What follows belongs to an exercise in optimizing a design on an open flow for small area and a short achievable clock period; a production flow would make more cautious choices.
Where RTL was checked, it was by simulation tests only, not by an equivalence proof against the original.
Power figures rest on the tool's default switching activity, not on a simulated workload. No driver is modelled on the clock port, so clocking that relies on it looks cheaper here than on a real chip.

==> run D <==
==> flow/design.v <==
package mpi_pkg;
  localparam int flit_w = 32;
  typedef logic [flit_w-1:0] flit_t;
  typedef logic [31:0]       bus_addr_t;
  typedef enum logic [1:0] {
    sel_fifo,
    sel_ctrl,
    sel_other
  } reg_sel_t;
  localparam logic [2:0] ctrl_class     = 3'b111;
  localparam int         ctrl_class_lsb = 24;
  localparam int         ctrl_src_lsb   = 27;
  localparam int         ctrl_dst_lsb   = 19;
  localparam int         ctrl_reply_bit  = 0;
  localparam int         ctrl_enable_bit = 1;
  function automatic integer size_w_f(input integer depth);
    size_w_f = $clog2(depth + 1);
    if (size_w_f < 1) begin
      size_w_f = 1;
    end
  endfunction
endpackage
`timescale 1ns/10ps
module mpi_packet_buffer #(
  parameter bit rel_marks = 1'b0
) (
  input  logic        clk,
  input  logic        rst,
  input  logic        push,
  input  logic [31:0] push_flit,
  input  logic        push_last,
  input  logic        pop,
  output logic [31:0] head_flit,
  output logic        head_last,
  output logic        full,
  output logic [14:0] ring_last
);
  localparam int ring_n = 15;
  logic [31:0]       mem [ring_n];
  logic [ring_n-1:0] last_mem;
  logic [ring_n-1:0] wr_hot;
  logic [ring_n-1:0] rd_hot;
  logic [4:0]        count;
  logic              ring_busy;
  logic              head_used;
  logic              head_from_ring;
  logic              head_from_push;
  logic              ring_push;
  logic [31:0]       ring_flit;
  logic              ring_flit_last;
  assign full      = count[4];
  assign head_used = (count != 5'd0);
  assign ring_busy = (count[4:1] != 4'd0);
  assign head_from_ring = pop && ring_busy;
  assign head_from_push = push && (!head_used || (pop && !ring_busy));
  assign ring_push      = push && !head_from_push;
  always_comb begin
    ring_flit = 32'd0;
    for (int i = 0; i < ring_n; i++) begin
      ring_flit = ring_flit | ({32{rd_hot[i]}} & mem[i]);
    end
  end
  generate
    if (rel_marks) begin : g_rel
      logic [ring_n-1:0] rel_last;
      logic [ring_n:0]   fill_in;
      logic [ring_n:0]   upd;
      always_comb begin
        for (int j = 0; j < ring_n; j++) begin
          fill_in[j] = (count <= 5'(j + 1));
          upd[j]     = fill_in[j] ? push_last : rel_last[j];
        end
        fill_in[ring_n] = 1'b1;
        upd[ring_n]     = push_last;
      end
      always_ff @(posedge clk) begin
        for (int j = 0; j < ring_n; j++) begin
          rel_last[j] <= head_from_ring ? upd[j + 1] : upd[j];
        end
      end
      assign ring_flit_last = rel_last[0];
      assign ring_last      = rel_last;
    end else begin : g_abs
      always_ff @(posedge clk) begin
        for (int i = 0; i < ring_n; i++) begin
          if (wr_hot[i] && !full) begin
            last_mem[i] <= push_last;
          end
        end
      end
      always_comb begin
        ring_flit_last = 1'b0;
        for (int i = 0; i < ring_n; i++) begin
          ring_flit_last = ring_flit_last | (rd_hot[i] & last_mem[i]);
        end
      end
      assign ring_last = '0;
    end
  endgenerate
  always_ff @(posedge clk) begin
    if (!head_used || pop) begin
      head_flit <= ring_busy ? ring_flit : push_flit;
      head_last <= ring_busy ? ring_flit_last : push_last;
    end
  end
  always_ff @(posedge clk) begin
    for (int i = 0; i < ring_n; i++) begin
      if (wr_hot[i] && !full) begin
        mem[i] <= push_flit;
      end
    end
  end
  always_ff @(posedge clk) begin
    if (rst) begin
      wr_hot <= ring_n'(1);
      rd_hot <= ring_n'(1);
      count  <= 5'd0;
    end else begin
      if (ring_push) begin
        wr_hot <= {wr_hot[ring_n-2:0], wr_hot[ring_n-1]};
      end
      if (head_from_ring) begin
        rd_hot <= {rd_hot[ring_n-2:0], rd_hot[ring_n-1]};
      end
      case ({push, pop})
        2'b10:   count <= count + 5'd1;
        2'b01:   count <= count - 5'd1;
        default: count <= count;
      endcase
    end
  end
endmodule
`timescale 1ns/10ps
module mpi_endpoint #(
  parameter int buf_depth = 16
) (
  input  logic               clk,
  input  logic               rst,
  output mpi_pkg::flit_t     noc_out_flit,
  output logic               noc_out_last,
  output logic               noc_out_valid,
  input  logic               noc_out_ready,
  input  mpi_pkg::flit_t     noc_in_flit,
  input  logic               noc_in_last,
  input  logic               noc_in_valid,
  output logic               noc_in_ready,
  input  mpi_pkg::bus_addr_t bus_addr,
  input  logic               bus_we,
  input  logic               bus_en,
  input  mpi_pkg::flit_t     bus_data_in,
  output mpi_pkg::flit_t     bus_data_out,
  output logic               bus_ack,
  output logic               bus_err,
  output logic               irq
);
  logic slot_fifo;
  logic slot_ctrl;
  assign slot_fifo = (bus_addr[5:2] == 4'h0);
  assign slot_ctrl = (bus_addr[5:2] == 4'h1);
  logic fifo_wr;
  logic fifo_rd;
  assign fifo_wr = bus_en && bus_we && slot_fifo;
  assign fifo_rd = bus_en && !bus_we && slot_fifo;
  logic enabled;
  logic        tx_push;
  logic        tx_pop;
  logic [31:0] tx_head;
  logic        tx_head_last;
  logic        tx_full;
  logic [4:0]  tx_pkts;
  logic        tx_have;
  logic        tx_in_pkt;
  logic        fr_busy;
  logic [4:0]  fr_rem;
  logic        fr_last;
  assign fr_last = (fr_rem == 5'd1);
  assign tx_push = fifo_wr && fr_busy && !tx_full;
  always_ff @(posedge clk) begin
    if (rst) begin
      fr_busy <= 1'b0;
      fr_rem  <= 5'd0;
    end else if (fifo_wr) begin
      if (!fr_busy) begin
        fr_rem  <= bus_data_in[4:0];
        fr_busy <= (bus_data_in[4:0] != 5'd0);
      end else if (!tx_full) begin
        fr_rem  <= fr_rem - 5'd1;
        fr_busy <= !fr_last;
      end
    end
  end
  mpi_packet_buffer u_tx_buffer (
    .clk       (clk),
    .rst       (rst),
    .push      (tx_push),
    .push_flit (bus_data_in),
    .push_last (fr_last),
    .pop       (tx_pop),
    .head_flit (tx_head),
    .head_last (tx_head_last),
    .full      (tx_full),
    .ring_last ()
  );
  logic        rx_push;
  logic        rx_pop;
  logic [31:0] rx_head;
  logic        rx_head_last;
  logic        rx_full;
  logic [14:0] rx_ring_last;
  logic [4:0]  rx_pkts;
  logic [3:0]  rx_in_len;
  logic        rx_in_pkt;
  logic        rd_flit;
  logic        pending;
  logic        is_req;
  logic        take_req;
  logic        send_reply;
  logic [4:0]  reply_src;
  logic [22:0] reply_mid;
  assign rx_in_pkt = (rx_in_len != 4'd0);
  assign is_req = !rx_in_pkt && noc_in_last
               && (noc_in_flit[26:24] == 3'b111) && !noc_in_flit[0];
  assign noc_in_ready = !pending && !rx_full;
  assign rx_push      = noc_in_valid && noc_in_ready && !is_req;
  assign take_req     = noc_in_valid && noc_in_ready && is_req;
  always_ff @(posedge clk) begin
    if (!pending) begin
      reply_src <= noc_in_flit[23:19];
      reply_mid <= {noc_in_flit[31:27], noc_in_flit[18:2], enabled};
    end
  end
  mpi_packet_buffer #(.rel_marks(1'b1)) u_rx_buffer (
    .clk       (clk),
    .rst       (rst),
    .push      (rx_push),
    .push_flit (noc_in_flit),
    .push_last (noc_in_last),
    .pop       (rx_pop),
    .head_flit (rx_head),
    .head_last (rx_head_last),
    .full      (rx_full),
    .ring_last (rx_ring_last)
  );
  assign tx_pop        = tx_have && !send_reply && noc_out_ready;
  assign noc_out_last  = send_reply || tx_head_last;
  assign noc_out_flit  = send_reply
                       ? {reply_src, 3'b111, reply_mid[22:18], reply_mid[17:1], reply_mid[0], 1'b1}
                       : tx_head;
  assign rx_pop = fifo_rd && rd_flit;
  logic [3:0]  next_size;
  always_comb begin
    next_size = 4'd0;
    for (int i = 14; i >= 0; i--) begin
      if (rx_ring_last[i]) next_size = 4'(i + 1);
    end
  end
  logic [4:0]  size_q;
  logic        rx_done;
  logic        rx_end;
  assign rx_done = rx_push && noc_in_last;
  assign rx_end  = rx_pop && rx_head_last;
  always_ff @(posedge clk) begin
    if (rst) begin
      size_q <= 5'd0;
    end else if (rx_end) begin
      if (rx_pkts[4:1] != 4'd0) begin
        size_q <= {1'b0, next_size};
      end else if (rx_done) begin
        size_q <= {1'b0, rx_in_len} + 5'd1;
      end else begin
        size_q <= 5'd0;
      end
    end else if (rx_done && !irq) begin
      size_q <= {1'b0, rx_in_len} + 5'd1;
    end
  end
  assign bus_err      = bus_en && !slot_fifo && !slot_ctrl;
  assign bus_ack      = bus_en && (slot_ctrl || (slot_fifo && !(bus_we && fr_busy && tx_full)));
  assign bus_data_out = bus_addr[2] ? {30'd0, noc_out_valid, irq}
                      : rd_flit     ? rx_head
                      :               {27'd0, size_q};
  logic       pending_nxt;
  logic       tx_in_pkt_nxt;
  logic [4:0] tx_pkts_nxt;
  logic [4:0] rx_pkts_nxt;
  always_comb begin
    pending_nxt = pending;
    if (take_req) begin
      pending_nxt = 1'b1;
    end else if (send_reply && noc_out_ready) begin
      pending_nxt = 1'b0;
    end
    tx_in_pkt_nxt = tx_pop ? !tx_head_last : tx_in_pkt;
    case ({tx_push && fr_last, tx_pop && tx_head_last})
      2'b10:   tx_pkts_nxt = tx_pkts + 5'd1;
      2'b01:   tx_pkts_nxt = tx_pkts - 5'd1;
      default: tx_pkts_nxt = tx_pkts;
    endcase
    case ({rx_done, rx_end})
      2'b10:   rx_pkts_nxt = rx_pkts + 5'd1;
      2'b01:   rx_pkts_nxt = rx_pkts - 5'd1;
      default: rx_pkts_nxt = rx_pkts;
    endcase
  end
  always_ff @(posedge clk) begin
    if (rst) begin
      enabled       <= 1'b0;
      pending       <= 1'b0;
      rx_in_len     <= 4'd0;
      tx_in_pkt     <= 1'b0;
      rd_flit       <= 1'b0;
      tx_pkts       <= 5'd0;
      rx_pkts       <= 5'd0;
      send_reply    <= 1'b0;
      tx_have       <= 1'b0;
      noc_out_valid <= 1'b0;
      irq           <= 1'b0;
    end else begin
      if (bus_en && bus_we && slot_ctrl) begin
        enabled <= 1'b1;
      end
      if (rx_push) begin
        rx_in_len <= noc_in_last ? 4'd0 : rx_in_len + 4'd1;
      end
      if (fifo_rd) begin
        if (!rd_flit) begin
          rd_flit <= irq;
        end else if (rx_head_last) begin
          rd_flit <= 1'b0;
        end
      end
      pending       <= pending_nxt;
      tx_in_pkt     <= tx_in_pkt_nxt;
      tx_pkts       <= tx_pkts_nxt;
      rx_pkts       <= rx_pkts_nxt;
      send_reply    <= pending_nxt && !tx_in_pkt_nxt;
      tx_have       <= (tx_pkts_nxt != 5'd0);
      noc_out_valid <= (pending_nxt && !tx_in_pkt_nxt) || (tx_pkts_nxt != 5'd0);
      irq           <= (rx_pkts_nxt != 5'd0);
    end
  end
endmodule
==> flow/flow/run.sh <==
#!/bin/bash
# Standard ORFS layout with three changes:
#  - port buffers are buf_2 cells instead of the default delay cells,
#  - resizing may change a cell's footprint,
#  - clock tree without dummy loads, smaller clock buffers, larger clusters.
# Each tool's full output goes to a log in this folder (and ORFS's own logs).
set -euo pipefail
export BUFFER_PORTS_ARGS="-buffer_cell sky130_fd_sc_hd__buf_2"
export CTS_ARGS="-sink_clustering_enable -repair_clock_nets -dont_use_dummy_load -buf_list {sky130_fd_sc_hd__clkbuf_4 sky130_fd_sc_hd__clkbuf_8} -sink_clustering_size 20"
bash standard.sh MATCH_CELL_FOOTPRINT=0 finish > flow_make.log 2>&1
==> flow/standard.sh <==
#!/bin/bash
# synth_recipe.tcl (not shown) runs the flow's synth.tcl, then flattens the netlist and writes it again
# the make line also repeats each setting of config.mk as NAME=value (left out here)
make -C /OpenROAD-flow-scripts/flow DESIGN_CONFIG=/design/flow/config.mk WORK_HOME=/design/flow/orfs CLKGATE_MAP_FILE= SYNTH_SCRIPT=/design/flow/synth_recipe.tcl "${@:-finish}"
==> flow/config.mk <==
export PLATFORM = sky130hd
export DESIGN_NAME = mpi_endpoint
export DESIGN_NICKNAME = mpi_endpoint
export VERILOG_FILES = /design/flow/design.v
export SDC_FILE = /design/flow/constraint.sdc
export NUM_CORES = 4
export LEC_CHECK = 0
export CAP_MARGIN = 20
export CORE_MARGIN = 2
export CORE_UTILIZATION = 65
export SETUP_SLACK_MARGIN = 2.9
export SLEW_MARGIN = 20
==> flow/constraint.sdc <==
create_clock -name core_clock -period 6.0 [get_ports {clk}]
set_input_delay 1.2000 -clock core_clock [delete_from_list [all_inputs] [get_ports {clk}]]
set_output_delay 1.2000 -clock core_clock [all_outputs]
set_load 0.01 [all_outputs]
==> run G (differences from run D) <==
--- a/flow/design.v
+++ b/flow/design.v
@@ -39,5 +39,5 @@
   logic [31:0]       mem [ring_n];
   logic [ring_n-1:0] last_mem;
-  logic [ring_n-1:0] wr_hot;
+  logic [3:0]        wr_ptr;
   logic [ring_n-1:0] rd_hot;
   logic [4:0]        count;
@@ -84,5 +84,5 @@
       always_ff @(posedge clk) begin
         for (int i = 0; i < ring_n; i++) begin
-          if (wr_hot[i] && !full) begin
+          if ((wr_ptr == 4'(i)) && !full) begin
             last_mem[i] <= push_last;
           end
@@ -106,5 +106,5 @@
   always_ff @(posedge clk) begin
     for (int i = 0; i < ring_n; i++) begin
-      if (wr_hot[i] && !full) begin
+      if ((wr_ptr == 4'(i)) && !full) begin
         mem[i] <= push_flit;
       end
@@ -113,10 +113,10 @@
   always_ff @(posedge clk) begin
     if (rst) begin
-      wr_hot <= ring_n'(1);
+      wr_ptr <= 4'd0;
       rd_hot <= ring_n'(1);
       count  <= 5'd0;
     end else begin
       if (ring_push) begin
-        wr_hot <= {wr_hot[ring_n-2:0], wr_hot[ring_n-1]};
+        wr_ptr <= (wr_ptr == 4'(ring_n - 1)) ? 4'd0 : wr_ptr + 4'd1;
       end
       if (head_from_ring) begin
==> flow/flow/run.sh (replaced) <==
#!/bin/bash
# Standard ORFS layout (the standard.sh, standard synthesis) with three changes:
#  - port buffers are buf_2 cells instead of the default delay cells,
#  - resizing may change a cell's footprint,
#  - clock tree from clkbuf_16 cells in larger sink clusters, without dummy loads.
# make's full output goes to flow_make.log in this folder; ORFS keeps each
# step's log under orfs/logs/.
set -euo pipefail
export BUFFER_PORTS_ARGS="-buffer_cell sky130_fd_sc_hd__buf_2"
export CTS_ARGS="-sink_clustering_enable -repair_clock_nets -dont_use_dummy_load -buf_list {sky130_fd_sc_hd__clkbuf_16} -sink_clustering_size 30 -sink_clustering_max_diameter 150"
bash standard.sh MATCH_CELL_FOOTPRINT=0 finish > flow_make.log 2>&1
Settings changed: CORE_UTILIZATION 65 to 72.
==> summary of the runs <==
Between run G and run D, the lower die area is in run G (gap about 11%, measured against run D). Against run D, the sequential power of run G is smaller by about 2%. Clock skew: run D is higher than run G (45 ps). Global-route usage: run D is lower than run G (2.1 points).
Only the layout flow was run in run G; the RTL was not checked for function there.

## static timing again, ports no longer ideal
No port has a modelled driver above. Below, the same layouts with a new extraction and two added sets of constraints.
Step 1 (the two cells are an assumption about what drives the block):
set clk [get_ports {clk}]
set_driving_cell -lib_cell sky130_fd_sc_hd__clkbuf_16 $clk
set_driving_cell -lib_cell sky130_fd_sc_hd__buf_2 [delete_from_list [all_inputs] $clk]
Step 2 also shifts input and output timing later by t, the mid clock arrival at the registers, as if the neighbouring blocks saw the same clock.
Slacks: ideal ports / drivers / drivers and shift; pairs: ideal ports / drivers.
| run | t, ns | slack for setup (ns) | hold WS [ns] | worst setup path after step 2 | worst register clock-pin slew, ns |
|---|---|---|---|---|---|
| run D | 0.849 | 2.757 / 2.708 / 2.027 | 0.445 / 0.445 / 0.445 | input to register | 0.06 / 0.06 |
| run G | 0.676 | 2.589 / 2.547 / 1.946 | 0.459 / 0.459 / 0.459 | input to register | 0.12 / 0.12 |
After both steps setup and hold are still met in every run listed. The setup slack of run D, which loses most, moves by -0.049 ns with the drivers and by -0.730 ns with both steps.
